What follows belongs to an exercise in optimizing a design on an open flow for small area, a short achievable clock period and few clock cycles per item; a production flow would make more cautious choices. At most, simulation tests tie the RTL to the original design; equivalence was not proved. Function not checked in run 1: the RTL went through the layout flow alone.

<file path="design/flow/config.mk">
export PLATFORM = sky130hd
export DESIGN_NAME = led_cube_node_to_coordinate_unit
export DESIGN_NICKNAME = led_cube_node_to_coordinate_unit
export VERILOG_FILES = /design/flow/design.v
export SDC_FILE = /design/flow/constraint.sdc
export NUM_CORES = 4
export LEC_CHECK = 0
export ABC_AREA = 1
export CAP_MARGIN = 20
export CORE_MARGIN = 2
export CORE_UTILIZATION = 40
export SETUP_SLACK_MARGIN = 3.2
export SLEW_MARGIN = 20
</file>
<file path="design/flow/design.v">
`timescale 1ns / 1ps
`default_nettype none
module led_cube_node_to_coordinate_unit (
  input  wire logic        clk_i,
  input  wire logic        rst_ni,
  input  wire logic        start_i,
  output logic             busy_o,
  input  wire logic [17:0] node_index_i,
  output logic             done_o,
  output logic [5:0]       voxel_x_o,
  output logic [5:0]       voxel_y_o,
  output logic [5:0]       voxel_z_o,
  output logic             index_out_of_range_o,
  input  wire logic        cfg_we_i,
  input  wire logic [2:0]  cfg_idx_i,
  input  wire logic [6:0]  cfg_data_i
);
  logic [5:0] wdim_q, hdim_q, ddim_q;
  logic [2:0] corner_q, style_q;
  logic [1:0] sstyle_q;
  logic       layer_q;
  logic [5:0] dim_wr;
  assign dim_wr = (cfg_data_i == 7'd0) ? 6'd0 : (cfg_data_i > 7'd64) ? 6'd63 : 6'(cfg_data_i - 7'd1);
  always_ff @(posedge clk_i or negedge rst_ni) begin
    if (!rst_ni) begin
      wdim_q   <= 6'd0;
      hdim_q   <= 6'd0;
      ddim_q   <= 6'd0;
      corner_q <= 3'd0;
      style_q  <= 3'd0;
      sstyle_q <= 2'd0;
      layer_q  <= 1'b0;
    end else if (cfg_we_i) begin
      case (cfg_idx_i)
        3'd0: wdim_q   <= dim_wr;
        3'd1: hdim_q   <= dim_wr;
        3'd2: ddim_q   <= dim_wr;
        3'd3: corner_q <= cfg_data_i[2:0];
        3'd4: style_q  <= (cfg_data_i[2:1] == 2'b11) ? 3'd0 : cfg_data_i[2:0];
        3'd5: sstyle_q <= (cfg_data_i[1:0] == 2'd3) ? 2'd0 : cfg_data_i[1:0];
        3'd6: layer_q  <= cfg_data_i[0];
        default: ;
      endcase
    end
  end
  function automatic logic [5:0] orient(input logic [5:0] i);
    logic [5:0] e;
    case (i)
      {3'd0, 3'd0}: e = {3'd3, 1'b0, 1'b0, 1'b0};
      {3'd0, 3'd1}: e = {3'd2, 1'b0, 1'b0, 1'b0};
      {3'd0, 3'd2}: e = {3'd5, 1'b0, 1'b0, 1'b0};
      {3'd0, 3'd3}: e = {3'd0, 1'b0, 1'b0, 1'b0};
      {3'd0, 3'd4}: e = {3'd1, 1'b0, 1'b0, 1'b0};
      {3'd0, 3'd5}: e = {3'd4, 1'b0, 1'b0, 1'b0};
      {3'd1, 3'd0}: e = {3'd3, 1'b1, 1'b0, 1'b0};
      {3'd1, 3'd1}: e = {3'd2, 1'b0, 1'b1, 1'b0};
      {3'd1, 3'd2}: e = {3'd5, 1'b1, 1'b0, 1'b0};
      {3'd1, 3'd3}: e = {3'd0, 1'b0, 1'b0, 1'b1};
      {3'd1, 3'd4}: e = {3'd1, 1'b0, 1'b0, 1'b1};
      {3'd1, 3'd5}: e = {3'd4, 1'b0, 1'b1, 1'b0};
      {3'd2, 3'd0}: e = {3'd3, 1'b0, 1'b0, 1'b1};
      {3'd2, 3'd1}: e = {3'd2, 1'b0, 1'b0, 1'b1};
      {3'd2, 3'd2}: e = {3'd5, 1'b0, 1'b1, 1'b0};
      {3'd2, 3'd3}: e = {3'd0, 1'b0, 1'b1, 1'b0};
      {3'd2, 3'd4}: e = {3'd1, 1'b1, 1'b0, 1'b0};
      {3'd2, 3'd5}: e = {3'd4, 1'b1, 1'b0, 1'b0};
      {3'd3, 3'd0}: e = {3'd3, 1'b1, 1'b0, 1'b1};
      {3'd3, 3'd1}: e = {3'd2, 1'b0, 1'b1, 1'b1};
      {3'd3, 3'd2}: e = {3'd5, 1'b1, 1'b1, 1'b0};
      {3'd3, 3'd3}: e = {3'd0, 1'b0, 1'b1, 1'b1};
      {3'd3, 3'd4}: e = {3'd1, 1'b1, 1'b0, 1'b1};
      {3'd3, 3'd5}: e = {3'd4, 1'b1, 1'b1, 1'b0};
      {3'd4, 3'd0}: e = {3'd3, 1'b0, 1'b1, 1'b0};
      {3'd4, 3'd1}: e = {3'd2, 1'b1, 1'b0, 1'b0};
      {3'd4, 3'd2}: e = {3'd5, 1'b0, 1'b0, 1'b1};
      {3'd4, 3'd3}: e = {3'd0, 1'b1, 1'b0, 1'b0};
      {3'd4, 3'd4}: e = {3'd1, 1'b0, 1'b1, 1'b0};
      {3'd4, 3'd5}: e = {3'd4, 1'b0, 1'b0, 1'b1};
      {3'd5, 3'd0}: e = {3'd3, 1'b1, 1'b1, 1'b0};
      {3'd5, 3'd1}: e = {3'd2, 1'b1, 1'b1, 1'b0};
      {3'd5, 3'd2}: e = {3'd5, 1'b1, 1'b0, 1'b1};
      {3'd5, 3'd3}: e = {3'd0, 1'b1, 1'b0, 1'b1};
      {3'd5, 3'd4}: e = {3'd1, 1'b0, 1'b1, 1'b1};
      {3'd5, 3'd5}: e = {3'd4, 1'b0, 1'b1, 1'b1};
      {3'd6, 3'd0}: e = {3'd3, 1'b0, 1'b1, 1'b1};
      {3'd6, 3'd1}: e = {3'd2, 1'b1, 1'b0, 1'b1};
      {3'd6, 3'd2}: e = {3'd5, 1'b0, 1'b1, 1'b0};
      {3'd6, 3'd3}: e = {3'd0, 1'b1, 1'b1, 1'b0};
      {3'd6, 3'd4}: e = {3'd1, 1'b1, 1'b0, 1'b0};
      {3'd6, 3'd5}: e = {3'd4, 1'b1, 1'b1, 1'b0};
      {3'd7, 3'd0}: e = {3'd3, 1'b1, 1'b1, 1'b1};
      {3'd7, 3'd1}: e = {3'd2, 1'b1, 1'b1, 1'b1};
      {3'd7, 3'd2}: e = {3'd5, 1'b1, 1'b1, 1'b0};
      {3'd7, 3'd3}: e = {3'd0, 1'b1, 1'b1, 1'b1};
      {3'd7, 3'd4}: e = {3'd1, 1'b1, 1'b0, 1'b1};
      {3'd7, 3'd5}: e = {3'd4, 1'b1, 1'b0, 1'b0};
      default: e = 6'd0;
    endcase
    orient = e;
  endfunction
  logic [5:0] oe;
  logic [5:0] oe_q;
  logic [5:0] w_m1_d, h_m1_d, d_m1_d;
  logic [8:0] sel_c;
  logic [5:0] w_m1_q, h_m1_q, d_m1_q;
  logic [2:0] refl_c;
  logic       zig_c, alt_c, rev_layer_c, revx_c;
  always_comb begin
    oe = oe_q;
    case (oe[5:3])
      3'd0: begin w_m1_d = wdim_q; h_m1_d = hdim_q; d_m1_d = ddim_q; sel_c = 9'b100010001; end
      3'd1: begin w_m1_d = wdim_q; h_m1_d = ddim_q; d_m1_d = hdim_q; sel_c = 9'b010100001; end
      3'd2: begin w_m1_d = hdim_q; h_m1_d = wdim_q; d_m1_d = ddim_q; sel_c = 9'b100001010; end
      3'd3: begin w_m1_d = hdim_q; h_m1_d = ddim_q; d_m1_d = wdim_q; sel_c = 9'b010001100; end
      3'd4: begin w_m1_d = ddim_q; h_m1_d = wdim_q; d_m1_d = hdim_q; sel_c = 9'b001100010; end
      3'd5: begin w_m1_d = ddim_q; h_m1_d = hdim_q; d_m1_d = wdim_q; sel_c = 9'b001010100; end
      default: begin w_m1_d = wdim_q; h_m1_d = hdim_q; d_m1_d = ddim_q; sel_c = 9'b100010001; end
    endcase
    refl_c      = oe[2:0];
    zig_c       = (sstyle_q == 2'd0);
    alt_c       = (sstyle_q == 2'd2);
    rev_layer_c = !layer_q;
    revx_c      = !layer_q && !h_m1_q[0];
  end
  always_ff @(posedge clk_i) begin
    oe_q   <= orient({corner_q, style_q});
    w_m1_q <= w_m1_d;
    h_m1_q <= h_m1_d;
    d_m1_q <= d_m1_d;
  end
  function automatic logic [6:0] dstep(input logic [5:0] r, input logic b, input logic [5:0] m);
    logic [6:0] t;
    logic [7:0] bw;
    logic       ge;
    logic [5:0] n;
    t = {r, b};
    bw[0] = 1'b1;
    for (int i = 0; i < 7; i++) bw[i+1] = (i < 6 && m[i]) ? (~t[i] | bw[i]) : (~t[i] & bw[i]);
    ge = ~bw[7];
    for (int i = 0; i < 6; i++) n[i] = t[i] ^ (ge & (m[i] ^ bw[i]));
    dstep = {ge, n};
  endfunction
  assign busy_o = 1'b0;
  logic        v_in;
  logic [17:0] idx_in;
  assign v_in   = start_i;
  assign idx_in = node_index_i;
  logic s0_ovf_1;
  logic [5:0] s0_r1_2;
  logic s1_g1_3;
  logic [5:0] s1_r1_4;
  logic s2_g1_5;
  logic [5:0] s2_r1_6;
  logic s3_g1_7;
  logic [5:0] s3_r1_8;
  logic s4_g1_9;
  logic [5:0] s4_r1_10;
  logic s5_g1_11;
  logic [5:0] s5_r1_12;
  logic s6_g1_13;
  logic [5:0] s6_r1_14;
  logic [5:0] s7_qh_15;
  logic s7_ovf_16;
  logic s7_g1_17;
  logic [5:0] s7_r1_18;
  logic s8_g2_19;
  logic [5:0] s8_r2_20;
  logic s8_g1_21;
  logic [5:0] s8_r1_22;
  logic s9_g2_23;
  logic [5:0] s9_r2_24;
  logic s9_g1_25;
  logic [5:0] s9_r1_26;
  logic s10_g2_27;
  logic [5:0] s10_r2_28;
  logic s10_g1_29;
  logic [5:0] s10_r1_30;
  logic s11_g2_31;
  logic [5:0] s11_r2_32;
  logic s11_g1_33;
  logic [5:0] s11_r1_34;
  logic s12_g2_35;
  logic [5:0] s12_r2_36;
  logic s12_g1_37;
  logic [5:0] s12_r1_38;
  logic s13_g2_39;
  logic [5:0] s13_r2_40;
  logic [5:0] s14_z_41;
  logic s14_oor_42;
  logic s14_revl_43;
  logic [5:0] s14_rc_44;
  logic s14_lo_45;
  logic [5:0] s14_u_46;
  logic [5:0] s14_uu_47;
  logic [5:0] s14_xa_48;
  logic s14_fx_49;
  logic [5:0] s14_vx_50;
  logic [5:0] s14_vy_51;
  logic [5:0] s14_vz_52;
  logic [5:0] s15_ox_53;
  logic [5:0] s15_oy_54;
  logic [5:0] s15_oz_55;
  assign s0_ovf_1 = ({1'b0, idx_in[17:12]} > {1'b0, w_m1_q});
  assign s0_r1_2 = idx_in[17:12];
  assign {s1_g1_3, s1_r1_4} = dstep(s0_r1_2, idx_in[11], w_m1_q);
  assign {s2_g1_5, s2_r1_6} = dstep(p1_r1_q, p1_i10_q, w_m1_q);
  assign {s3_g1_7, s3_r1_8} = dstep(p2_r1_q, p2_i9_q, w_m1_q);
  assign {s4_g1_9, s4_r1_10} = dstep(p3_r1_q, p3_i8_q, w_m1_q);
  assign {s5_g1_11, s5_r1_12} = dstep(p4_r1_q, p4_i7_q, w_m1_q);
  assign {s6_g1_13, s6_r1_14} = dstep(p5_r1_q, p5_i6_q, w_m1_q);
  assign s7_qh_15 = {p6_q1_11_q, p6_q1_10_q, p6_q1_9_q, p6_q1_8_q, p6_q1_7_q, p6_q1_6_q};
  assign s7_ovf_16 = p6_oor_q | (s7_qh_15 > h_m1_q);
  assign {s7_g1_17, s7_r1_18} = dstep(p6_r1_q, p6_i5_q, w_m1_q);
  assign {s8_g2_19, s8_r2_20} = dstep(p7_r2_q, p7_q1_5_q, h_m1_q);
  assign {s8_g1_21, s8_r1_22} = dstep(p7_r1_q, p7_i4_q, w_m1_q);
  assign {s9_g2_23, s9_r2_24} = dstep(p8_r2_q, p8_q1_4_q, h_m1_q);
  assign {s9_g1_25, s9_r1_26} = dstep(p8_r1_q, p8_i3_q, w_m1_q);
  assign {s10_g2_27, s10_r2_28} = dstep(p9_r2_q, p9_q1_3_q, h_m1_q);
  assign {s10_g1_29, s10_r1_30} = dstep(p9_r1_q, p9_i2_q, w_m1_q);
  assign {s11_g2_31, s11_r2_32} = dstep(p10_r2_q, p10_q1_2_q, h_m1_q);
  assign {s11_g1_33, s11_r1_34} = dstep(p10_r1_q, p10_i1_q, w_m1_q);
  assign {s12_g2_35, s12_r2_36} = dstep(p11_r2_q, p11_q1_1_q, h_m1_q);
  assign {s12_g1_37, s12_r1_38} = dstep(p11_r1_q, p11_i0_q, w_m1_q);
  assign {s13_g2_39, s13_r2_40} = dstep(p12_r2_q, p12_q1_0_q, h_m1_q);
  assign s14_z_41 = {p13_z5_q, p13_z4_q, p13_z3_q, p13_z2_q, p13_z1_q, p13_z0_q};
  assign s14_oor_42 = p13_oor_q | (s14_z_41 > d_m1_q);
  assign s14_revl_43 = rev_layer_c & s14_z_41[0];
  assign s14_rc_44 = w_m1_q - p13_r1_q;
  assign s14_uu_47 = {1'b0, w_m1_q[5:1]} - {1'b0, p13_r1_q[4:0]};
  assign s14_lo_45 = ~s14_uu_47[5] & ~p13_r1_q[5];
  assign s14_u_46 = {s14_uu_47[4:0], w_m1_q[0]};
  assign s14_xa_48 = refl_c[0] ? (s14_lo_45 ? s14_u_46 : ~s14_u_46) : (s14_lo_45 ? {p13_r1_q[4:0], 1'b0} : {s14_rc_44[4:0], 1'b1});
  assign s14_fx_49 = zig_c & (p13_r2_q[0] ^ (revx_c & s14_z_41[0]));
  assign s14_vx_50 = alt_c ? s14_xa_48 : ((refl_c[0] ^ s14_fx_49) ? s14_rc_44 : p13_r1_q);
  assign s14_vy_51 = (refl_c[1] ^ s14_revl_43) ? 6'(h_m1_q - p13_r2_q) : p13_r2_q;
  assign s14_vz_52 = refl_c[2] ? 6'(d_m1_q - s14_z_41) : s14_z_41;
  assign s15_ox_53 = {6{~s14_oor_42}} & (({6{sel_c[0]}} & s14_vx_50) | ({6{sel_c[1]}} & s14_vy_51) | ({6{sel_c[2]}} & s14_vz_52));
  assign s15_oy_54 = {6{~s14_oor_42}} & (({6{sel_c[3]}} & s14_vx_50) | ({6{sel_c[4]}} & s14_vy_51) | ({6{sel_c[5]}} & s14_vz_52));
  assign s15_oz_55 = {6{~s14_oor_42}} & (({6{sel_c[6]}} & s14_vx_50) | ({6{sel_c[7]}} & s14_vy_51) | ({6{sel_c[8]}} & s14_vz_52));
  logic p1_oor_q;
  logic [5:0] p1_r1_q;
  logic p1_i0_q;
  logic p1_i1_q;
  logic p1_i2_q;
  logic p1_i3_q;
  logic p1_i4_q;
  logic p1_i5_q;
  logic p1_i6_q;
  logic p1_i7_q;
  logic p1_i8_q;
  logic p1_i9_q;
  logic p1_i10_q;
  logic p1_q1_11_q;
  logic p2_oor_q;
  logic [5:0] p2_r1_q;
  logic p2_i0_q;
  logic p2_i1_q;
  logic p2_i2_q;
  logic p2_i3_q;
  logic p2_i4_q;
  logic p2_i5_q;
  logic p2_i6_q;
  logic p2_i7_q;
  logic p2_i8_q;
  logic p2_i9_q;
  logic p2_q1_11_q;
  logic p2_q1_10_q;
  logic p3_oor_q;
  logic [5:0] p3_r1_q;
  logic p3_i0_q;
  logic p3_i1_q;
  logic p3_i2_q;
  logic p3_i3_q;
  logic p3_i4_q;
  logic p3_i5_q;
  logic p3_i6_q;
  logic p3_i7_q;
  logic p3_i8_q;
  logic p3_q1_11_q;
  logic p3_q1_10_q;
  logic p3_q1_9_q;
  logic p4_oor_q;
  logic [5:0] p4_r1_q;
  logic p4_i0_q;
  logic p4_i1_q;
  logic p4_i2_q;
  logic p4_i3_q;
  logic p4_i4_q;
  logic p4_i5_q;
  logic p4_i6_q;
  logic p4_i7_q;
  logic p4_q1_11_q;
  logic p4_q1_10_q;
  logic p4_q1_9_q;
  logic p4_q1_8_q;
  logic p5_oor_q;
  logic [5:0] p5_r1_q;
  logic p5_i0_q;
  logic p5_i1_q;
  logic p5_i2_q;
  logic p5_i3_q;
  logic p5_i4_q;
  logic p5_i5_q;
  logic p5_i6_q;
  logic p5_q1_11_q;
  logic p5_q1_10_q;
  logic p5_q1_9_q;
  logic p5_q1_8_q;
  logic p5_q1_7_q;
  logic p6_oor_q;
  logic [5:0] p6_r1_q;
  logic p6_i0_q;
  logic p6_i1_q;
  logic p6_i2_q;
  logic p6_i3_q;
  logic p6_i4_q;
  logic p6_i5_q;
  logic p6_q1_11_q;
  logic p6_q1_10_q;
  logic p6_q1_9_q;
  logic p6_q1_8_q;
  logic p6_q1_7_q;
  logic p6_q1_6_q;
  logic p7_oor_q;
  logic [5:0] p7_r1_q;
  logic p7_i0_q;
  logic p7_i1_q;
  logic p7_i2_q;
  logic p7_i3_q;
  logic p7_i4_q;
  logic [5:0] p7_r2_q;
  logic p7_q1_5_q;
  logic p8_oor_q;
  logic [5:0] p8_r1_q;
  logic p8_i0_q;
  logic p8_i1_q;
  logic p8_i2_q;
  logic p8_i3_q;
  logic [5:0] p8_r2_q;
  logic p8_z5_q;
  logic p8_q1_4_q;
  logic p9_oor_q;
  logic [5:0] p9_r1_q;
  logic p9_i0_q;
  logic p9_i1_q;
  logic p9_i2_q;
  logic [5:0] p9_r2_q;
  logic p9_z5_q;
  logic p9_z4_q;
  logic p9_q1_3_q;
  logic p10_oor_q;
  logic [5:0] p10_r1_q;
  logic p10_i0_q;
  logic p10_i1_q;
  logic [5:0] p10_r2_q;
  logic p10_z5_q;
  logic p10_z4_q;
  logic p10_z3_q;
  logic p10_q1_2_q;
  logic p11_oor_q;
  logic [5:0] p11_r1_q;
  logic p11_i0_q;
  logic [5:0] p11_r2_q;
  logic p11_z5_q;
  logic p11_z4_q;
  logic p11_z3_q;
  logic p11_z2_q;
  logic p11_q1_1_q;
  logic p12_oor_q;
  logic [5:0] p12_r1_q;
  logic [5:0] p12_r2_q;
  logic p12_z5_q;
  logic p12_z4_q;
  logic p12_z3_q;
  logic p12_z2_q;
  logic p12_z1_q;
  logic p12_q1_0_q;
  logic p13_oor_q;
  logic [5:0] p13_r1_q;
  logic [5:0] p13_r2_q;
  logic p13_z5_q;
  logic p13_z4_q;
  logic p13_z3_q;
  logic p13_z2_q;
  logic p13_z1_q;
  logic p13_z0_q;
  logic p14_oor_q;
  logic [5:0] p14_ox_q;
  logic [5:0] p14_oy_q;
  logic [5:0] p14_oz_q;
  logic p1_v_q;
  logic p2_v_q;
  logic p3_v_q;
  logic p4_v_q;
  logic p5_v_q;
  logic p6_v_q;
  logic p7_v_q;
  logic p8_v_q;
  logic p9_v_q;
  logic p10_v_q;
  logic p11_v_q;
  logic p12_v_q;
  logic p13_v_q;
  logic p14_v_q;
  always_ff @(posedge clk_i or negedge rst_ni) begin
    if (!rst_ni) begin
      p1_v_q <= 1'b0;
      p2_v_q <= 1'b0;
      p3_v_q <= 1'b0;
      p4_v_q <= 1'b0;
      p5_v_q <= 1'b0;
      p6_v_q <= 1'b0;
      p7_v_q <= 1'b0;
      p8_v_q <= 1'b0;
      p9_v_q <= 1'b0;
      p10_v_q <= 1'b0;
      p11_v_q <= 1'b0;
      p12_v_q <= 1'b0;
      p13_v_q <= 1'b0;
      p14_v_q <= 1'b0;
    end else begin
      p1_v_q <= v_in;
      p2_v_q <= p1_v_q;
      p3_v_q <= p2_v_q;
      p4_v_q <= p3_v_q;
      p5_v_q <= p4_v_q;
      p6_v_q <= p5_v_q;
      p7_v_q <= p6_v_q;
      p8_v_q <= p7_v_q;
      p9_v_q <= p8_v_q;
      p10_v_q <= p9_v_q;
      p11_v_q <= p10_v_q;
      p12_v_q <= p11_v_q;
      p13_v_q <= p12_v_q;
      p14_v_q <= p13_v_q;
    end
  end
  always_ff @(posedge clk_i) begin
    p1_oor_q <= s0_ovf_1;
    p1_r1_q <= s1_r1_4;
    p1_i0_q <= idx_in[0];
    p1_i1_q <= idx_in[1];
    p1_i2_q <= idx_in[2];
    p1_i3_q <= idx_in[3];
    p1_i4_q <= idx_in[4];
    p1_i5_q <= idx_in[5];
    p1_i6_q <= idx_in[6];
    p1_i7_q <= idx_in[7];
    p1_i8_q <= idx_in[8];
    p1_i9_q <= idx_in[9];
    p1_i10_q <= idx_in[10];
    p1_q1_11_q <= s1_g1_3;
    p2_oor_q <= p1_oor_q;
    p2_r1_q <= s2_r1_6;
    p2_i0_q <= p1_i0_q;
    p2_i1_q <= p1_i1_q;
    p2_i2_q <= p1_i2_q;
    p2_i3_q <= p1_i3_q;
    p2_i4_q <= p1_i4_q;
    p2_i5_q <= p1_i5_q;
    p2_i6_q <= p1_i6_q;
    p2_i7_q <= p1_i7_q;
    p2_i8_q <= p1_i8_q;
    p2_i9_q <= p1_i9_q;
    p2_q1_11_q <= p1_q1_11_q;
    p2_q1_10_q <= s2_g1_5;
    p3_oor_q <= p2_oor_q;
    p3_r1_q <= s3_r1_8;
    p3_i0_q <= p2_i0_q;
    p3_i1_q <= p2_i1_q;
    p3_i2_q <= p2_i2_q;
    p3_i3_q <= p2_i3_q;
    p3_i4_q <= p2_i4_q;
    p3_i5_q <= p2_i5_q;
    p3_i6_q <= p2_i6_q;
    p3_i7_q <= p2_i7_q;
    p3_i8_q <= p2_i8_q;
    p3_q1_11_q <= p2_q1_11_q;
    p3_q1_10_q <= p2_q1_10_q;
    p3_q1_9_q <= s3_g1_7;
    p4_oor_q <= p3_oor_q;
    p4_r1_q <= s4_r1_10;
    p4_i0_q <= p3_i0_q;
    p4_i1_q <= p3_i1_q;
    p4_i2_q <= p3_i2_q;
    p4_i3_q <= p3_i3_q;
    p4_i4_q <= p3_i4_q;
    p4_i5_q <= p3_i5_q;
    p4_i6_q <= p3_i6_q;
    p4_i7_q <= p3_i7_q;
    p4_q1_11_q <= p3_q1_11_q;
    p4_q1_10_q <= p3_q1_10_q;
    p4_q1_9_q <= p3_q1_9_q;
    p4_q1_8_q <= s4_g1_9;
    p5_oor_q <= p4_oor_q;
    p5_r1_q <= s5_r1_12;
    p5_i0_q <= p4_i0_q;
    p5_i1_q <= p4_i1_q;
    p5_i2_q <= p4_i2_q;
    p5_i3_q <= p4_i3_q;
    p5_i4_q <= p4_i4_q;
    p5_i5_q <= p4_i5_q;
    p5_i6_q <= p4_i6_q;
    p5_q1_11_q <= p4_q1_11_q;
    p5_q1_10_q <= p4_q1_10_q;
    p5_q1_9_q <= p4_q1_9_q;
    p5_q1_8_q <= p4_q1_8_q;
    p5_q1_7_q <= s5_g1_11;
    p6_oor_q <= p5_oor_q;
    p6_r1_q <= s6_r1_14;
    p6_i0_q <= p5_i0_q;
    p6_i1_q <= p5_i1_q;
    p6_i2_q <= p5_i2_q;
    p6_i3_q <= p5_i3_q;
    p6_i4_q <= p5_i4_q;
    p6_i5_q <= p5_i5_q;
    p6_q1_11_q <= p5_q1_11_q;
    p6_q1_10_q <= p5_q1_10_q;
    p6_q1_9_q <= p5_q1_9_q;
    p6_q1_8_q <= p5_q1_8_q;
    p6_q1_7_q <= p5_q1_7_q;
    p6_q1_6_q <= s6_g1_13;
    p7_oor_q <= s7_ovf_16;
    p7_r1_q <= s7_r1_18;
    p7_i0_q <= p6_i0_q;
    p7_i1_q <= p6_i1_q;
    p7_i2_q <= p6_i2_q;
    p7_i3_q <= p6_i3_q;
    p7_i4_q <= p6_i4_q;
    p7_r2_q <= s7_qh_15;
    p7_q1_5_q <= s7_g1_17;
    p8_oor_q <= p7_oor_q;
    p8_r1_q <= s8_r1_22;
    p8_i0_q <= p7_i0_q;
    p8_i1_q <= p7_i1_q;
    p8_i2_q <= p7_i2_q;
    p8_i3_q <= p7_i3_q;
    p8_r2_q <= s8_r2_20;
    p8_z5_q <= s8_g2_19;
    p8_q1_4_q <= s8_g1_21;
    p9_oor_q <= p8_oor_q;
    p9_r1_q <= s9_r1_26;
    p9_i0_q <= p8_i0_q;
    p9_i1_q <= p8_i1_q;
    p9_i2_q <= p8_i2_q;
    p9_r2_q <= s9_r2_24;
    p9_z5_q <= p8_z5_q;
    p9_z4_q <= s9_g2_23;
    p9_q1_3_q <= s9_g1_25;
    p10_oor_q <= p9_oor_q;
    p10_r1_q <= s10_r1_30;
    p10_i0_q <= p9_i0_q;
    p10_i1_q <= p9_i1_q;
    p10_r2_q <= s10_r2_28;
    p10_z5_q <= p9_z5_q;
    p10_z4_q <= p9_z4_q;
    p10_z3_q <= s10_g2_27;
    p10_q1_2_q <= s10_g1_29;
    p11_oor_q <= p10_oor_q;
    p11_r1_q <= s11_r1_34;
    p11_i0_q <= p10_i0_q;
    p11_r2_q <= s11_r2_32;
    p11_z5_q <= p10_z5_q;
    p11_z4_q <= p10_z4_q;
    p11_z3_q <= p10_z3_q;
    p11_z2_q <= s11_g2_31;
    p11_q1_1_q <= s11_g1_33;
    p12_oor_q <= p11_oor_q;
    p12_r1_q <= s12_r1_38;
    p12_r2_q <= s12_r2_36;
    p12_z5_q <= p11_z5_q;
    p12_z4_q <= p11_z4_q;
    p12_z3_q <= p11_z3_q;
    p12_z2_q <= p11_z2_q;
    p12_z1_q <= s12_g2_35;
    p12_q1_0_q <= s12_g1_37;
    p13_oor_q <= p12_oor_q;
    p13_r1_q <= p12_r1_q;
    p13_r2_q <= s13_r2_40;
    p13_z5_q <= p12_z5_q;
    p13_z4_q <= p12_z4_q;
    p13_z3_q <= p12_z3_q;
    p13_z2_q <= p12_z2_q;
    p13_z1_q <= p12_z1_q;
    p13_z0_q <= s13_g2_39;
    p14_oor_q <= s14_oor_42;
    p14_ox_q <= s15_ox_53;
    p14_oy_q <= s15_oy_54;
    p14_oz_q <= s15_oz_55;
  end
  assign done_o               = p14_v_q;
  assign voxel_x_o            = p14_ox_q;
  assign voxel_y_o            = p14_oy_q;
  assign voxel_z_o            = p14_oz_q;
  assign index_out_of_range_o = p14_oor_q;
endmodule
`default_nettype wire
</file>
<file path="design/flow/flow/run.sh">
#!/bin/bash
# The standard layout, with the port buffers made of sky130_fd_sc_hd__buf_2 cells instead of
# the delay-buffer cells the resizer picks by default.
set -euo pipefail
bash standard.sh BUFFER_PORTS_ARGS="-buffer_cell sky130_fd_sc_hd__buf_2" finish > standard_make.log 2>&1
</file>
<file path="design/flow/constraint.sdc">
create_clock -name core_clock -period 5.5 [get_ports {clk_i}]
set_input_delay 1.1000 -clock core_clock [delete_from_list [all_inputs] [get_ports {clk_i}]]
set_output_delay 1.1000 -clock core_clock [all_outputs]
set_load 0.01 [all_outputs]
</file>
<file path="design/flow/standard.sh">
#!/bin/bash
# synth_recipe.tcl (not shown) runs the flow's synth.tcl, then flattens the netlist and writes it again
# the make line also repeats each setting of config.mk as NAME=value (left out here)
make -C /OpenROAD-flow-scripts/flow DESIGN_CONFIG=/design/flow/config.mk WORK_HOME=/design/flow/orfs CLKGATE_MAP_FILE= SYNTH_SCRIPT=/design/flow/synth_recipe.tcl "${@:-finish}"
</file>
==> results of run 1 <==
-- stage by stage --
| step | hold slack, ns | util | cell area, µm² |
|---|---|---|---|
| 2_1_floorplan | 0.310 | - | 15300 |
| 3_3_place_gp | 0.310 | 0.420 | 15900 |
| 3_5_place_dp | 0.312 | 0.420 | 15900 |
| 4_1_cts | 0.322 | 0.461 | 17400 |
| 5_1_grt | 0.327 | 0.473 | 17900 |
| 6_report | 0.322 | 0.473 | 17900 |
-- how the worst max path moves through the flow --
stage	slack (ns)	end	from
after floorplan	3.22	p14_ox_q[4]	w_m1_q[0]
after detailed placement	2.41	p14_ox_q[5]	w_m1_q[2]
final	3.28	p14_ox_q[4]	d_m1_q[0]
after global routing	3.12	p14_ox_q[4]	w_m1_q[1]
after CTS	3.20	p14_ox_q[5]	w_m1_q[1]
after global placement	2.47	p14_oz_q[5]	w_m1_q[2]
-- critical path, delay by kind of cell, from the launching register on --
family / cells / cell delay [ns]
buffers and inverters: 3 / 0.25
DFF: 1 / 0.30
AOI/OAI and AO/OA: 4 / 0.65
and+or+nand+nor: 4 / 0.37
adders and majority gates: 2 / 0.56
-- area by class of cell --
type	instances	area, µm²	area share
clock buffer	53	1120	0.0626
clock inverter	13	218	0.0122
inverter	332	1280	0.0718
multi-input combinational	1357	7190	0.402
sequential	331	6860	0.384
tap	511	639	0.0358
timing repair buffer	81	538	0.0301
timing repair inverter	3	22.5	0.00126
-- layout by cell type (no fill, tap or decap), types with 41 or more instances in the layout --
master   count
dfrtp_1     41
nand3_2     58
nand2_2     79
nor2_1      49
buf_2       51
nand2_1    661
a21oi_1     43
o21ai_0     80
nand3_1    216
ha_1        41
dfxtp_1    279
inv_1      325
-- cell families (layout without fill, tap and decap cells) --
group           after synthesis  count (layout)
compound gates              198             198
xor+xnor                     15              15
fa+ha+maj                    47              47
buf+inv                     387             482
flops                       331             331
mux                           1               1
other cells                   1               1
simple gates               1089            1095
-- layer usage --
metal,vias to the layer above,GRT usage,wire length [µm]
li1,6652,-,-
met1,5959,0.237,16700
met2,302,0.321,17400
met3,61,0.0329,2190
met4,0,0.0661,981
met5,-,0,0
-- timing repair --
| action | CTS | global route |
|---|---|---|
| endpoints found under the hold margin | 0 | 0 |
| gates cloned | 3 | 7 |
| pin swaps | 2 | 14 |
| setup endpoints to repair | 146 | 113 |
| gates resized for setup | 36 | 64 |
| buffers inserted | 9 | 16 |
==> impl_metrics.json, run 1 <==
{
  "endpoint_kind": "flip-flop",
  "tritoncts": "done",
  "syn_nets": 2148,
  "final.setup.tns_ns": 0,
  "netlist.area_leader.share": 0.378,
  "clk_latency_ns": 0.55,
  "max_stage_delay_ns": 0.39,
  "routabilityCongestion": 0.875,
  "cts_max_level": 2,
  "yosys_register_bits": 331,
  "yosysTopAreaCell": "dfxtp_1",
  "synth.area.mux_share": 0.000734,
  "numCtsBuffers": 37,
  "dp_slack_ns": 2.41,
  "core_um2": 37800,
  "finalCritPeriodShare": 0.404,
  "hold_path_depth": 0,
  "setup_viol": 0,
  "synth-main-ff-cell": "dfxtp_1",
  "synth-async-reset-ratio": 0.124,
  "hold_viol": 0,
  "r2r-start": "d_m1_q[0]",
  "hp-start": "p12_z1_q",
  "synth_xor_area_frac": 0.00856,
  "cap_violations": 0,
  "synthAdderAreaFrac": 0.0403,
  "tightest_slew_ns": 0.898,
  "max-slew-margin-rel": 0.402,
  "ctsHoldBuffers": 0,
  "rsz0062_at_grt": "true",
  "io_buffer_count": 51,
  "slew_viol_final": 0,
  "dp_hpwl_um": 26400,
  "cp_max_fo": 3,
  "drt-wirelength-per-cell_um": 13.9,
  "worstReg2RegEnd": "p14_ox_q[4]",
  "wirelength_um": 37300,
  "yosysWarnings": 19,
  "min_to": "p13_z1_q",
  "synthCells": 2069,
  "syn_to_final_growth_pct": 16.5,
  "track_usage": 0.187,
  "grt_pass1_vias": 12383,
  "clockBufferDepth": 3,
  "drtIter0Drc": 804,
  "drc_errors": 0,
  "slowest_stage": "fa_1",
  "synth_top_family_by_area": "simple AND/OR/NAND/NOR gates",
  "maxClockFrequency_ghz": 0.450,
  "vias": 12974,
  "min_path_type": "reg2reg",
  "layout_setup_ws_ns": 3.28,
  "critPathArrivalTime_ns": 2.66,
  "fp.dieArea_um2": 39900,
  "die_x_um": 200,
  "io_pins": 53,
  "synth_cell_types": 45,
  "synth_compound_area_frac": 0.0749,
  "ys_seq_area_frac": 0.445,
  "reg2reg_depth": 13,
  "clockRootBuffer": "clkbuf_16",
  "synthTopCellsByArea": "dfxtp_1 38%, nand2_1 17%, inv_1 8.0%",
  "nFillCells": 3643,
  "initial_core_util": 0.406,
  "ant_nets": 0,
  "outcome": "finished clean",
  "cp_cell_sequence": "inv_1 -> ha_1 -> inv_1 -> fa_1 -> nand2_1 -> inv_1 -> o21ai_0 -> nand2_1 -> nor2_1 -> o22ai_2 -> a22o_1 -> a21oi_1 -> nor2_1",
  "synthTopCellsByCount": "675 x nand2_1, 327 x inv_1, 290 x dfxtp_1",
  "syn_area_per_cell_um2": 7.42,
  "grt_antenna_before_repair": 0,
  "overflow": 0,
  "cp-start-kind": "flip-flop",
  "finClkSkew_ns": 0.0264,
  "nets": 2222,
  "period_needed_ns": 2.22,
  "netlist_area_um2": 15300,
  "rows": 71,
  "grt_max_degree": 42,
  "avgViaCountPerCell": 4.84,
  "cp.required_ns": 5.94,
  "synth.most_common_cell": "nand2_1",
  "grt_pass1_wl_um": 59700,
  "n_antenna_cell": 0,
  "cp_common_cell": "inv_1",
  "dp.cells": 2580,
  "ff2ff_setup_slack_ns": 3.28,
  "synthSimpleGateAreaFrac": 0.322,
  "synth_edf_count": 0,
  "drive_above_1_share": 0.156,
  "final_cell_count_no_fill": 2681,
  "clk_pin_slew_ns": 0.06,
  "drt_pass1_iterations": 6,
  "cts.sinks": 331,
  "die_h_um": 200,
  "critPathKind": "reg2reg"
}
==> inputs of run 2 (changes only) <==
--- a/design/flow/design.v
+++ b/design/flow/design.v
@@ -21,5 +21,7 @@
   logic       layer_q;
   logic [5:0] dim_wr;
-  assign dim_wr = (cfg_data_i == 7'd0) ? 6'd0 : (cfg_data_i > 7'd64) ? 6'd63 : 6'(cfg_data_i - 7'd1);
+  logic [2:0] style_wr;
+  assign dim_wr   = (cfg_data_i == 7'd0) ? 6'd0 : (cfg_data_i > 7'd64) ? 6'd63 : 6'(cfg_data_i - 7'd1);
+  assign style_wr = (cfg_data_i[2:1] == 2'b11) ? 3'd0 : cfg_data_i[2:0];
   always_ff @(posedge clk_i or negedge rst_ni) begin
     if (!rst_ni) begin
@@ -37,5 +39,5 @@
         3'd2: ddim_q   <= dim_wr;
         3'd3: corner_q <= cfg_data_i[2:0];
-        3'd4: style_q  <= (cfg_data_i[2:1] == 2'b11) ? 3'd0 : cfg_data_i[2:0];
+        3'd4: style_q  <= style_wr;
         3'd5: sstyle_q <= (cfg_data_i[1:0] == 2'd3) ? 2'd0 : cfg_data_i[1:0];
         3'd6: layer_q  <= cfg_data_i[0];
@@ -109,11 +111,20 @@
     oe = oe_q;
     case (oe[5:3])
-      3'd0: begin w_m1_d = wdim_q; h_m1_d = hdim_q; d_m1_d = ddim_q; sel_c = 9'b100010001; end
-      3'd1: begin w_m1_d = wdim_q; h_m1_d = ddim_q; d_m1_d = hdim_q; sel_c = 9'b010100001; end
-      3'd2: begin w_m1_d = hdim_q; h_m1_d = wdim_q; d_m1_d = ddim_q; sel_c = 9'b100001010; end
-      3'd3: begin w_m1_d = hdim_q; h_m1_d = ddim_q; d_m1_d = wdim_q; sel_c = 9'b010001100; end
-      3'd4: begin w_m1_d = ddim_q; h_m1_d = wdim_q; d_m1_d = hdim_q; sel_c = 9'b001100010; end
-      3'd5: begin w_m1_d = ddim_q; h_m1_d = hdim_q; d_m1_d = wdim_q; sel_c = 9'b001010100; end
-      default: begin w_m1_d = wdim_q; h_m1_d = hdim_q; d_m1_d = ddim_q; sel_c = 9'b100010001; end
+      3'd0: begin w_m1_d = wdim_q; h_m1_d = hdim_q; d_m1_d = ddim_q; end
+      3'd1: begin w_m1_d = wdim_q; h_m1_d = ddim_q; d_m1_d = hdim_q; end
+      3'd2: begin w_m1_d = hdim_q; h_m1_d = wdim_q; d_m1_d = ddim_q; end
+      3'd3: begin w_m1_d = hdim_q; h_m1_d = ddim_q; d_m1_d = wdim_q; end
+      3'd4: begin w_m1_d = ddim_q; h_m1_d = wdim_q; d_m1_d = hdim_q; end
+      3'd5: begin w_m1_d = ddim_q; h_m1_d = hdim_q; d_m1_d = wdim_q; end
+      default: begin w_m1_d = wdim_q; h_m1_d = hdim_q; d_m1_d = ddim_q; end
+    endcase
+    case (oe[5:3])
+      3'd0: sel_c = 9'b100010001;
+      3'd1: sel_c = 9'b010100001;
+      3'd2: sel_c = 9'b100001010;
+      3'd3: sel_c = 9'b010001100;
+      3'd4: sel_c = 9'b001100010;
+      3'd5: sel_c = 9'b001010100;
+      default: sel_c = 9'b100010001;
     endcase
     refl_c      = oe[2:0];
@@ -186,19 +197,22 @@
   logic s13_g2_39;
   logic [5:0] s13_r2_40;
-  logic [5:0] s14_z_41;
-  logic s14_oor_42;
-  logic s14_revl_43;
-  logic [5:0] s14_rc_44;
-  logic s14_lo_45;
-  logic [5:0] s14_u_46;
-  logic [5:0] s14_uu_47;
-  logic [5:0] s14_xa_48;
-  logic s14_fx_49;
-  logic [5:0] s14_vx_50;
-  logic [5:0] s14_vy_51;
-  logic [5:0] s14_vz_52;
-  logic [5:0] s15_ox_53;
-  logic [5:0] s15_oy_54;
-  logic [5:0] s15_oz_55;
+  logic [5:0] s13_rc_41;
+  logic s13_lo_42;
+  logic [5:0] s13_u_43;
+  logic [5:0] s13_uu_44;
+  logic [5:0] s13_xa_45;
+  logic [5:0] s13_xs_46;
+  logic [5:0] s13_xr_47;
+  logic [4:0] s13_zh_48;
+  logic s13_oor_49;
+  logic [5:0] s14_z_50;
+  logic s14_revl_51;
+  logic s14_fx_52;
+  logic [5:0] s14_vx_53;
+  logic [5:0] s14_vy_54;
+  logic [5:0] s14_vz_55;
+  logic [5:0] s15_ox_56;
+  logic [5:0] s15_oy_57;
+  logic [5:0] s15_oz_58;
   assign s0_ovf_1 = ({1'b0, idx_in[17:12]} > {1'b0, w_m1_q});
   assign s0_r1_2 = idx_in[17:12];
@@ -223,19 +237,22 @@
   assign {s12_g1_37, s12_r1_38} = dstep(p11_r1_q, p11_i0_q, w_m1_q);
   assign {s13_g2_39, s13_r2_40} = dstep(p12_r2_q, p12_q1_0_q, h_m1_q);
-  assign s14_z_41 = {p13_z5_q, p13_z4_q, p13_z3_q, p13_z2_q, p13_z1_q, p13_z0_q};
-  assign s14_oor_42 = p13_oor_q | (s14_z_41 > d_m1_q);
-  assign s14_revl_43 = rev_layer_c & s14_z_41[0];
-  assign s14_rc_44 = w_m1_q - p13_r1_q;
-  assign s14_uu_47 = {1'b0, w_m1_q[5:1]} - {1'b0, p13_r1_q[4:0]};
-  assign s14_lo_45 = ~s14_uu_47[5] & ~p13_r1_q[5];
-  assign s14_u_46 = {s14_uu_47[4:0], w_m1_q[0]};
-  assign s14_xa_48 = refl_c[0] ? (s14_lo_45 ? s14_u_46 : ~s14_u_46) : (s14_lo_45 ? {p13_r1_q[4:0], 1'b0} : {s14_rc_44[4:0], 1'b1});
-  assign s14_fx_49 = zig_c & (p13_r2_q[0] ^ (revx_c & s14_z_41[0]));
-  assign s14_vx_50 = alt_c ? s14_xa_48 : ((refl_c[0] ^ s14_fx_49) ? s14_rc_44 : p13_r1_q);
-  assign s14_vy_51 = (refl_c[1] ^ s14_revl_43) ? 6'(h_m1_q - p13_r2_q) : p13_r2_q;
-  assign s14_vz_52 = refl_c[2] ? 6'(d_m1_q - s14_z_41) : s14_z_41;
-  assign s15_ox_53 = {6{~s14_oor_42}} & (({6{sel_c[0]}} & s14_vx_50) | ({6{sel_c[1]}} & s14_vy_51) | ({6{sel_c[2]}} & s14_vz_52));
-  assign s15_oy_54 = {6{~s14_oor_42}} & (({6{sel_c[3]}} & s14_vx_50) | ({6{sel_c[4]}} & s14_vy_51) | ({6{sel_c[5]}} & s14_vz_52));
-  assign s15_oz_55 = {6{~s14_oor_42}} & (({6{sel_c[6]}} & s14_vx_50) | ({6{sel_c[7]}} & s14_vy_51) | ({6{sel_c[8]}} & s14_vz_52));
+  assign s13_rc_41 = w_m1_q - p12_r1_q;
+  assign s13_uu_44 = {1'b0, w_m1_q[5:1]} - {1'b0, p12_r1_q[4:0]};
+  assign s13_lo_42 = ~s13_uu_44[5] & ~p12_r1_q[5];
+  assign s13_u_43 = {s13_uu_44[4:0], w_m1_q[0]};
+  assign s13_xa_45 = refl_c[0] ? (s13_lo_42 ? s13_u_43 : ~s13_u_43) : (s13_lo_42 ? {p12_r1_q[4:0], 1'b0} : {s13_rc_41[4:0], 1'b1});
+  assign s13_xs_46 = alt_c ? s13_xa_45 : p12_r1_q;
+  assign s13_xr_47 = alt_c ? s13_xa_45 : s13_rc_41;
+  assign s13_zh_48 = {p12_z5_q, p12_z4_q, p12_z3_q, p12_z2_q, p12_z1_q};
+  assign s13_oor_49 = p12_oor_q | (s13_zh_48 > d_m1_q[5:1]) | ((s13_zh_48 == d_m1_q[5:1]) & s13_g2_39 & ~d_m1_q[0]);
+  assign s14_z_50 = {p13_z5_q, p13_z4_q, p13_z3_q, p13_z2_q, p13_z1_q, p13_z0_q};
+  assign s14_revl_51 = rev_layer_c & s14_z_50[0];
+  assign s14_fx_52 = zig_c & (p13_r2_q[0] ^ (revx_c & s14_z_50[0]));
+  assign s14_vx_53 = (refl_c[0] ^ s14_fx_52) ? p13_xr_q : p13_xs_q;
+  assign s14_vy_54 = (refl_c[1] ^ s14_revl_51) ? 6'(h_m1_q - p13_r2_q) : p13_r2_q;
+  assign s14_vz_55 = refl_c[2] ? 6'(d_m1_q - s14_z_50) : s14_z_50;
+  assign s15_ox_56 = {6{~p13_oor_q}} & (({6{sel_c[0]}} & s14_vx_53) | ({6{sel_c[1]}} & s14_vy_54) | ({6{sel_c[2]}} & s14_vz_55));
+  assign s15_oy_57 = {6{~p13_oor_q}} & (({6{sel_c[3]}} & s14_vx_53) | ({6{sel_c[4]}} & s14_vy_54) | ({6{sel_c[5]}} & s14_vz_55));
+  assign s15_oz_58 = {6{~p13_oor_q}} & (({6{sel_c[6]}} & s14_vx_53) | ({6{sel_c[7]}} & s14_vy_54) | ({6{sel_c[8]}} & s14_vz_55));
   logic p1_oor_q;
   logic [5:0] p1_r1_q;
@@ -377,5 +394,4 @@
   logic p12_q1_0_q;
   logic p13_oor_q;
-  logic [5:0] p13_r1_q;
   logic [5:0] p13_r2_q;
   logic p13_z5_q;
@@ -385,4 +401,6 @@
   logic p13_z1_q;
   logic p13_z0_q;
+  logic [5:0] p13_xs_q;
+  logic [5:0] p13_xr_q;
   logic p14_oor_q;
   logic [5:0] p14_ox_q;
@@ -575,6 +593,5 @@
     p12_z1_q <= s12_g2_35;
     p12_q1_0_q <= s12_g1_37;
-    p13_oor_q <= p12_oor_q;
-    p13_r1_q <= p12_r1_q;
+    p13_oor_q <= s13_oor_49;
     p13_r2_q <= s13_r2_40;
     p13_z5_q <= p12_z5_q;
@@ -584,8 +601,10 @@
     p13_z1_q <= p12_z1_q;
     p13_z0_q <= s13_g2_39;
-    p14_oor_q <= s14_oor_42;
-    p14_ox_q <= s15_ox_53;
-    p14_oy_q <= s15_oy_54;
-    p14_oz_q <= s15_oz_55;
+    p13_xs_q <= s13_xs_46;
+    p13_xr_q <= s13_xr_47;
+    p14_oor_q <= p13_oor_q;
+    p14_ox_q <= s15_ox_56;
+    p14_oy_q <= s15_oy_57;
+    p14_oz_q <= s15_oz_58;
   end
   assign done_o               = p14_v_q;
--- a/design/flow/config.mk
+++ b/design/flow/config.mk
@@ -10,4 +10,4 @@
 export CORE_MARGIN = 2
 export CORE_UTILIZATION = 40
-export SETUP_SLACK_MARGIN = 3.2
+export SETUP_SLACK_MARGIN = 3.25
 export SLEW_MARGIN = 20
==> impl_metrics.json, run 2 <==
{
  "outcome": "finished clean",
  "cp_max_fo": 1,
  "critPathKind": "reg2out",
  "synthTopCellsByArea": "dfxtp_1 39%, nand2_1 18%, inv_1 8.1%",
  "core_um2": 37700,
  "min_path_type": "reg2reg",
  "synth-async-reset-ratio": 0.122,
  "wirelength_um": 32600,
  "critPathArrivalTime_ns": 1.03,
  "drt-wirelength-per-cell_um": 12.1,
  "clockBufferDepth": 3,
  "maxClockFrequency_ghz": 0.469,
  "grt_pass1_vias": 11304,
  "most-common-layout-cells": "748 x nand2_1, 328 x inv_1, 290 x dfxtp_1",
  "grt_pass1_wl_um": 53300,
  "grt_max_degree": 51,
  "ys_seq_area_frac": 0.454,
  "clk_pin_slew_ns": 0.06,
  "routabilityCongestion": 0.892,
  "nFillCells": 3714,
  "cp-start-kind": "flip-flop",
  "grt_antenna_before_repair": 0,
  "multi_input_area_um2": 7080,
  "tightest_slew_ns": 0.906,
  "synth_cell_types": 47,
  "io_buffer_count": 51,
  "syn_nets": 2172,
  "yosysWarnings": 19,
  "netlist_area_um2": 15300,
  "die_x_um": 200,
  "endpoint_kind": "output pin",
  "fp.dieArea_um2": 39900,
  "cap_violations": 0,
  "syn_area_per_cell_um2": 7.33,
  "yosysTopAreaCell": "dfxtp_1",
  "track_usage": 0.164,
  "synthCells": 2089,
  "max-slew-margin-rel": 0.396,
  "final.setup.tns_ns": 0,
  "slowest_stage": "dfrtp_1",
  "io_pins": 53,
  "syn_to_final_growth_pct": 15.7,
  "cp.required_ns": 4.40,
  "cts.sinks": 337,
  "rows": 71,
  "cts_max_level": 2,
  "finClkSkew_ns": 0.0230,
  "drt_pass1_iterations": 7,
  "period_needed_ns": 2.13,
  "seq_area_um2": 6970,
  "ant_nets": 0,
  "slew_viol_final": 0,
  "drive_above_1_share": 0.122,
  "cp.buffers_inverters": 1,
  "cp_cell_sequence": "buf_2",
  "initial_core_util": 0.407,
  "hold_viol": 0,
  "drc_errors": 0,
  "numCtsBuffers": 37,
  "netlist.area_leader.share": 0.387,
  "setup_viol": 0,
  "cpLargestDelayFamily": "flip-flops",
  "n_antenna_cell": 0,
  "drtIter0Drc": 767,
  "clockRootBuffer": "clkbuf_16",
  "rsz0062_at_grt": "true",
  "vias": 12463,
  "placed_area_um2": 15800,
  "final_cell_area_um2": 17700,
  "clk_latency_ns": 0.54,
  "max_stage_delay_ns": 0.36,
  "nets": 2235,
  "synth-main-ff-cell": "dfxtp_1",
  "avgViaCountPerCell": 4.63,
  "synthTopCellsByCount": "754 x nand2_1, 332 x inv_1, 296 x dfxtp_1",
  "finalCritPeriodShare": 0.388,
  "dp_hpwl_um": 23200,
  "die_h_um": 200,
  "tritoncts": "done",
  "final_common_cell": "nand2_1",
  "yosys_register_bits": 337,
  "synth.most_common_cell": "nand2_1",
  "overflow": 0,
  "synth_edf_count": 0
}
[run 2: cell types whose count changed in the layout (fill, tap and decap cells not counted), moves of 10 or more]
cell | previous run | this run
nand3_2 | 58 | 32
nand2_1 | 661 | 748
nand3_1 | 216 | 187
nor2_1 | 49 | 59
a21oi_1 | 43 | 30
dfxtp_1 | 279 | 290
buf_4 | 25 | 10
nand2_2 | 79 | 40
[run 2: cells by family after synthesis]
kind of cell               share of synthesized area
AOI/OAI and AO/OA                             0.0707
xor gates and xnor gates                      0.0109
adders and majority gates                     0.0436
buffers and inverters                          0.109
DFF                                            0.454
muxes                                       0.000735
other                                       0.000245
and+or+nand+nor                                0.311
[run 2: area by class of cell]
class,count,share of cell area
flip-flops and latches,337,0.393
repair buffers,66,0.0238
multi-input cells,1370,0.399
clock buffers,53,0.0637
repair inverters,3,0.00155
clock inverters,14,0.00812
inverters,337,0.0741
well taps,511,0.0361
[run 2: final timing paths]
check | start | to | slack [ns] | cells past startpoint
worst max-delay path | p14_v_q | done_o | 3.37 | 1
worst min register to register | p11_z4_q | p12_z4_q | 0.31 | 0
worst max register to register | w_m1_q[0] | p13_xr_q[5] | 3.37 | 11
min in group asynchronous | rst_ni | p2_v_q | 0.69 | 1
max in group asynchronous | rst_ni | hdim_q[5] | 4.24 | 1
worst min-delay path | p11_z4_q | p12_z4_q | 0.31 | 0
[run 2: stage by stage]
stage	hold WS, ns	setup slack, ns	std cells	util
floorplan	0.310	3.23	2089	-
global placement	0.310	2.66	2604	0.421
detailed placement	0.312	2.65	2604	0.421
CTS	0.321	3.27	2676	0.457
global route	0.327	3.21	2691	0.470
finish	0.312	3.37	2691	0.470
[run 2: per-layer routing]
layer	vias to the layer above	routed length (µm)	track usage
met5	-	0	0
met4	0	719	0.0573
met3	64	1260	0.0289
met2	207	14900	0.263
met1	5551	15700	0.222
li1	6641	-	-
[run 2: what timing repair did]
action                                  4_1_cts  5_1_grt
buffers inserted                              4        7
gates cloned                                  1        8
endpoints found under the hold margin         0        0
pin swaps                                     1       10
hold buffers                                  0        0
resized for setup                            29       70
endpoints found under the setup margin      141      135
Testbench counts of run 2, summed over its fixed seeds: cycles 32,448, items 32,000.
==> inputs of run 3 (changes only) <==
--- a/design/flow/config.mk
+++ b/design/flow/config.mk
@@ -10,4 +10,4 @@
 export CORE_MARGIN = 2
 export CORE_UTILIZATION = 40
-export SETUP_SLACK_MARGIN = 3.25
+export SETUP_SLACK_MARGIN = 3.35
 export SLEW_MARGIN = 20
==> impl_metrics.json, run 3 <==
{
  "outcome": "finished clean",
  "grt_antenna_before_repair": 1,
  "cp-start-kind": "flip-flop",
  "max-slew-margin-rel": 0.403,
  "cp.buffers_inverters": 1,
  "fp.dieArea_um2": 39900,
  "yosys_register_bits": 337,
  "worstReg2RegEnd": "p14_oz_q[4]",
  "overflow": 0,
  "synthCells": 2089,
  "drtIter0Drc": 703,
  "finalCritPeriodShare": 0.387,
  "netlist.area_leader.share": 0.387,
  "synth-main-ff-cell": "dfxtp_1",
  "syn_area_per_cell_um2": 7.33,
  "yosysTopAreaCell": "dfxtp_1",
  "io_buffer_count": 51,
  "clockRootBuffer": "clkbuf_16",
  "reg2reg_depth": 7,
  "initial_core_util": 0.407,
  "cp.required_ns": 4.40,
  "grt_pass1_vias": 11213,
  "die_h_um": 200,
  "final.setup.tns_ns": 0,
  "ant_nets": 0,
  "finClkSkew_ns": 0.0164,
  "synthTopCellsByArea": "dfxtp_1 39%, nand2_1 18%, inv_1 8.1%",
  "dp.cells": 2602,
  "min_to": "p7_i1_q",
  "maxClockFrequency_ghz": 0.470,
  "yosysWarnings": 19,
  "critPathKind": "reg2out",
  "drt_pass1_iterations": 5,
  "fin_hold_ws_ns": 0.320,
  "ff2ff_setup_slack_ns": 3.42,
  "final_cell_area_um2": 18100,
  "most-common-layout-cells": "722 x nand2_1, 326 x inv_1, 286 x dfxtp_1",
  "r2r-start": "oe_q[4]",
  "clk_latency_ns": 0.55,
  "hold_viol": 0,
  "hp-start": "p6_i1_q",
  "avgViaCountPerCell": 4.67,
  "routabilityCongestion": 0.839,
  "clockBufferDepth": 3,
  "cp_max_fo": 1,
  "core_um2": 37700,
  "synth_cell_types": 47,
  "netlist_area_um2": 15300,
  "final_common_cell": "nand2_1",
  "cap_violations": 0,
  "drive_above_1_share": 0.144,
  "cts_max_level": 2,
  "slowest_stage": "dfrtp_1",
  "syn_nets": 2172,
  "slew_viol_final": 0,
  "syn_to_final_growth_pct": 18.1,
  "rows": 71,
  "tightest_slew_ns": 0.896,
  "placed_area_um2": 15800,
  "setup_viol": 0,
  "critPathLaunch": "p14_v_q",
  "dp_hpwl_um": 23300,
  "cpLargestDelayFamily": "flip-flops",
  "ctsHoldBuffers": 0,
  "endpoint_kind": "output pin",
  "nets": 2244,
  "final_cell_count_no_fill": 2702,
  "drt-wirelength-per-cell_um": 12.5,
  "grt_pass1_wl_um": 52800,
  "cp_cell_sequence": "buf_2",
  "tritoncts": "done",
  "grt_max_degree": 51,
  "min_path_type": "reg2reg",
  "ys_seq_area_frac": 0.454,
  "vias": 12620,
  "max_stage_delay_ns": 0.35,
  "synth_edf_count": 0,
  "drc_errors": 0,
  "clk_pin_slew_ns": 0.06,
  "synthTopCellsByCount": "754 x nand2_1, 332 x inv_1, 296 x dfxtp_1",
  "cts.sinks": 337,
  "cp.depth": 1,
  "hold_path_depth": 0,
  "n_antenna_cell": 0,
  "synth-async-reset-ratio": 0.122,
  "wirelength_um": 33800,
  "io_pins": 53,
  "period_needed_ns": 2.13,
  "die_x_um": 200,
  "track_usage": 0.163,
  "synth.most_common_cell": "nand2_1",
  "rsz0062_at_grt": "true",
  "critPathArrivalTime_ns": 1.03,
  "numCtsBuffers": 38
}
[run 3: worst reg2reg max path, cell delays in order, from the launching register on]
cell	delay, ns
dfxtp_1	0.44
inv_1	0.12
ha_1	0.37
clkinvlp_4	0.26
o21ai_0	0.23
inv_1	0.14
a22o_1	0.22
o21a_1	0.18
[run 3: final cells by class]
cell class              instances  area, µm²
flip-flops and latches        337       6980
repair inverters                2       22.5
inverters                     337       1320
well taps                     511        639
clock buffers                  55       1140
multi-input cells            1378       7410
clock inverters                15        178
fillers                      3704      19600
repair buffers                 67        388
[run 3: how the worst max path moves through the flow]
| stage | to | slack (ns) |
|---|---|---|
| 2_1_floorplan | p1_r1_q[0] | 3.25 |
| 3_3_place_gp | p13_xr_q[5] | 2.66 |
| 3_5_place_dp | p13_xs_q[1] | 2.64 |
| 4_1_cts | p13_xs_q[1] | 3.33 |
| 5_1_grt | p12_r1_q[4] | 3.22 |
| 6_report | done_o | 3.37 |
[run 3: timing repair]
action	CTS	global route
resized for setup	43	118
pin swaps	2	21
setup buffers	2	12
endpoints found under the setup margin	152	148
gates cloned	1	15
[run 3: kinds of logic after synthesis]
| kind of cell | synth area share |
|---|---|
| AOI/OAI and AO/OA | 0.0707 |
| DFF | 0.454 |
| adders and majority gates | 0.0436 |
| muxes | 0.000735 |
| and+or+nand+nor | 0.311 |
| xor gates and xnor gates | 0.0109 |
| other | 0.000245 |
| buffers and inverters | 0.109 |
[run 3: metrics by stage]
step                 util  setup slack, ns
floorplan               -             3.25
CTS                 0.460             3.33
detailed placement  0.421             2.64
global route        0.480             3.22
global placement    0.421             2.66
finish              0.480             3.37
[run 3: metal layers]
| metal | up-vias | global-route usage | part of all wire |
|---|---|---|---|
| li1 | 6668 | - | - |
| met1 | 5687 | 0.216 | 0.48 |
| met2 | 213 | 0.261 | 0.45 |
| met3 | 52 | 0.0354 | 0.046 |
| met4 | 0 | 0.0557 | 0.022 |
| met5 | - | 0 | 0 |
==> inputs of run 4 (changes only) <==
--- a/design/flow/design.v
+++ b/design/flow/design.v
@@ -102,5 +102,7 @@
   endfunction
   logic [5:0] oe;
-  logic [5:0] oe_q;
+  logic [2:0] pm_q;
+  logic [5:0] oe_c;
+  assign oe_c = orient({corner_q, style_q});
   logic [5:0] w_m1_d, h_m1_d, d_m1_d;
   logic [8:0] sel_c;
@@ -109,5 +111,5 @@
   logic       zig_c, alt_c, rev_layer_c, revx_c;
   always_comb begin
-    oe = oe_q;
+    oe = {pm_q, oe_c[2:0]};
     case (oe[5:3])
       3'd0: begin w_m1_d = wdim_q; h_m1_d = hdim_q; d_m1_d = ddim_q; end
@@ -135,5 +137,5 @@
   end
   always_ff @(posedge clk_i) begin
-    oe_q   <= orient({corner_q, style_q});
+    pm_q   <= oe_c[5:3];
     w_m1_q <= w_m1_d;
     h_m1_q <= h_m1_d;
--- a/design/flow/config.mk
+++ b/design/flow/config.mk
@@ -10,4 +10,6 @@
 export CORE_MARGIN = 2
 export CORE_UTILIZATION = 40
+export CTS_CLUSTER_DIAMETER = 150
+export CTS_CLUSTER_SIZE = 30
 export SETUP_SLACK_MARGIN = 3.35
 export SLEW_MARGIN = 20
==> impl_metrics.json, run 4 <==
{
  "final.setup.tns_ns": 0,
  "placed_area_um2": 16100,
  "die_x_um": 201,
  "clockBufferDepth": 3,
  "seq_area_um2": 6930,
  "yosysTopAreaCell": "dfxtp_1",
  "outcome": "finished clean",
  "drtIter0Drc": 713,
  "synthSimpleGateAreaFrac": 0.341,
  "tritoncts": "done",
  "netlist_area_um2": 15500,
  "critPathKind": "reg2out",
  "reg2reg_depth": 13,
  "wirelength_um": 35500,
  "min_path_type": "reg2reg",
  "drc_errors": 0,
  "io_pins": 53,
  "cp.depth": 1,
  "slew_viol_final": 0,
  "rsz0062_at_grt": "true",
  "cp_max_fo": 1,
  "clockRootBuffer": "clkbuf_16",
  "maxClockFrequency_ghz": 0.472,
  "io_buffer_count": 51,
  "period_needed_ns": 2.12,
  "synth_xor_area_frac": 0.0107,
  "cts.sinks": 334,
  "n_antenna_cell": 0,
  "synthTopCellsByCount": "753 x nand2_1, 323 x inv_1, 293 x dfxtp_1",
  "synth.area.mux_share": 0.000726,
  "grt_pass1_vias": 11970,
  "syn_area_per_cell_um2": 7.31,
  "overflow": 0,
  "cts_max_level": 1,
  "clk_pin_slew_ns": 0.11,
  "yosysWarnings": 19,
  "cp.buffers_inverters": 1,
  "synth_top_family_by_area": "simple AND/OR/NAND/NOR gates",
  "synth-async-reset-ratio": 0.123,
  "synth_edf_count": 0,
  "vias": 12857,
  "hold_viol": 0,
  "rows": 72,
  "multi_input_area_um2": 7670,
  "routabilityCongestion": 0.834,
  "yosys_register_bits": 334,
  "synth_compound_area_frac": 0.0558,
  "numCtsBuffers": 15,
  "most-common-layout-cells": "716 x nand2_1, 308 x inv_1, 281 x dfxtp_1",
  "nets": 2282,
  "cp-start-kind": "flip-flop",
  "netlist.area_leader.share": 0.378,
  "final_common_cell": "nand2_1",
  "tightest_slew_ns": 0.901,
  "max_stage_delay_ns": 0.37,
  "fp.dieArea_um2": 40400,
  "layout_setup_ws_ns": 3.38,
  "setup_viol": 0,
  "grt_pass1_wl_um": 57400,
  "synthAdderAreaFrac": 0.0431,
  "slowest_stage": "dfrtp_1",
  "hold_path_depth": 0,
  "ys_seq_area_frac": 0.444,
  "critPathArrivalTime_ns": 1.02,
  "finalCritPeriodShare": 0.385,
  "synth_cell_types": 41,
  "dp_slack_ns": 2.42,
  "cpLargestDelayFamily": "flip-flops",
  "grt_antenna_before_repair": 0,
  "initial_core_util": 0.403,
  "synthCells": 2121,
  "cp.required_ns": 4.40,
  "fin_hold_ws_ns": 0.303,
  "cp_cell_sequence": "buf_2",
  "clk_latency_ns": 0.52,
  "nFillCells": 3869,
  "avgViaCountPerCell": 4.73,
  "max-slew-margin-rel": 0.399,
  "cap_violations": 0,
  "ctsHoldBuffers": 0,
  "track_usage": 0.169,
  "die_h_um": 201,
  "syn_to_final_growth_pct": 13.8,
  "drt-wirelength-per-cell_um": 13.0,
  "synthTopCellsByArea": "dfxtp_1 38%, nand2_1 18%, inv_1 7.8%",
  "core_um2": 38500,
  "syn_nets": 2204,
  "synth-main-ff-cell": "dfxtp_1",
  "drt_pass1_iterations": 5,
  "endpoint_kind": "output pin",
  "ant_nets": 0,
  "synth.most_common_cell": "nand2_1",
  "dp_hpwl_um": 25000,
  "finClkSkew_ns": 0.0317,
  "grt_max_degree": 51,
  "final_cell_area_um2": 17700,
  "drive_above_1_share": 0.166
}
## run 4: cell count changes after synthesis, sizes merged, moves of 9 or more
| cell | change |
|---|---|
| nand3 | +38 |
| nand3b | +9 |
| nand2 | +15 |
| o21ai | -13 |
| or2 | -10 |
| nor2 | +24 |
## run 4: area by class of cell
cell class | instances | share of cell area
inverter | 330 | 0.0738
sequential | 334 | 0.392
clock buffer | 19 | 0.0221
clock inverter | 2 | 0.00220
tap | 518 | 0.0367
timing repair inverter | 1 | 0.000496
timing repair buffer | 99 | 0.0379
multi-input combinational | 1418 | 0.434
## run 4: worst paths after layout
path	slack, ns	from	end
worst max-delay path	3.38	p14_v_q	done_o
worst min-delay path	0.30	p6_i0_q	p7_i0_q
worst max register to register	3.45	style_q[2]	p13_xr_q[1]
worst min register to register	0.30	p6_i0_q	p7_i0_q
max in group asynchronous	4.18	rst_ni	corner_q[0]
min in group asynchronous	0.69	rst_ni	p5_v_q
## run 4: metrics by stage
stage / utilization / instances
after floorplan: - / 2121
after global placement: 0.418 / 2644
after detailed placement: 0.418 / 2644
after CTS: 0.438 / 2683
after global routing: 0.459 / 2721
final: 0.459 / 2721
## run 4: kinds of logic after synthesis
logic type,Yosys count
mux,1
buf+inv,379
compound gates,153
other cells,1
fa+ha+maj,51
flops,334
xor+xnor,19
simple gates,1183
## run 4: repair_timing
item	CTS	global route
pin swaps	5	32
buffers inserted	17	28
endpoints found under the setup margin	160	143
resized for setup	46	138
gates cloned	1	10
## run 4: metal layers
metal  share of wire  global-route usage
met1            0.48               0.231
met4           0.013              0.0280
met5               0                   0
met2            0.47               0.295
met3           0.038              0.0170
Testbench counts of run 4, summed over its fixed seeds: cycles 32,448, items 32,000.

-- separate check: timing with driven ports --
The results above use ideal ports. As a check the final layouts listed here were re-extracted and re-timed, cells and wires unchanged.
Step 1: set_driving_cell puts a clkbuf_16 on clk_i and a buf_2 on each other input, an assumption about the parent block.
Step 2 times the ports against the registers' clock, not the clock port: input delays grow and output delays shrink by t, the midpoint of the rising clock arrivals with the driver on.
Slacks: ideal / step 1 / step 2; pairs: ideal / step 1.
run	t, ns	setup slack, ns	worst slew at a driven data input, ns
run 1	0.587	3.278 / 3.278 / 2.848	0.04
run 2	0.583	3.368 / 3.316 / 2.884	0.04
run 3	0.590	3.374 / 3.323 / 2.907	0.04
run 4	0.555	3.381 / 3.328 / 2.933	0.03
After both steps setup and hold are still met in every run listed. The setup slack of run 2, which loses most, moves by -0.052 ns with the drivers and by -0.484 ns with both steps.
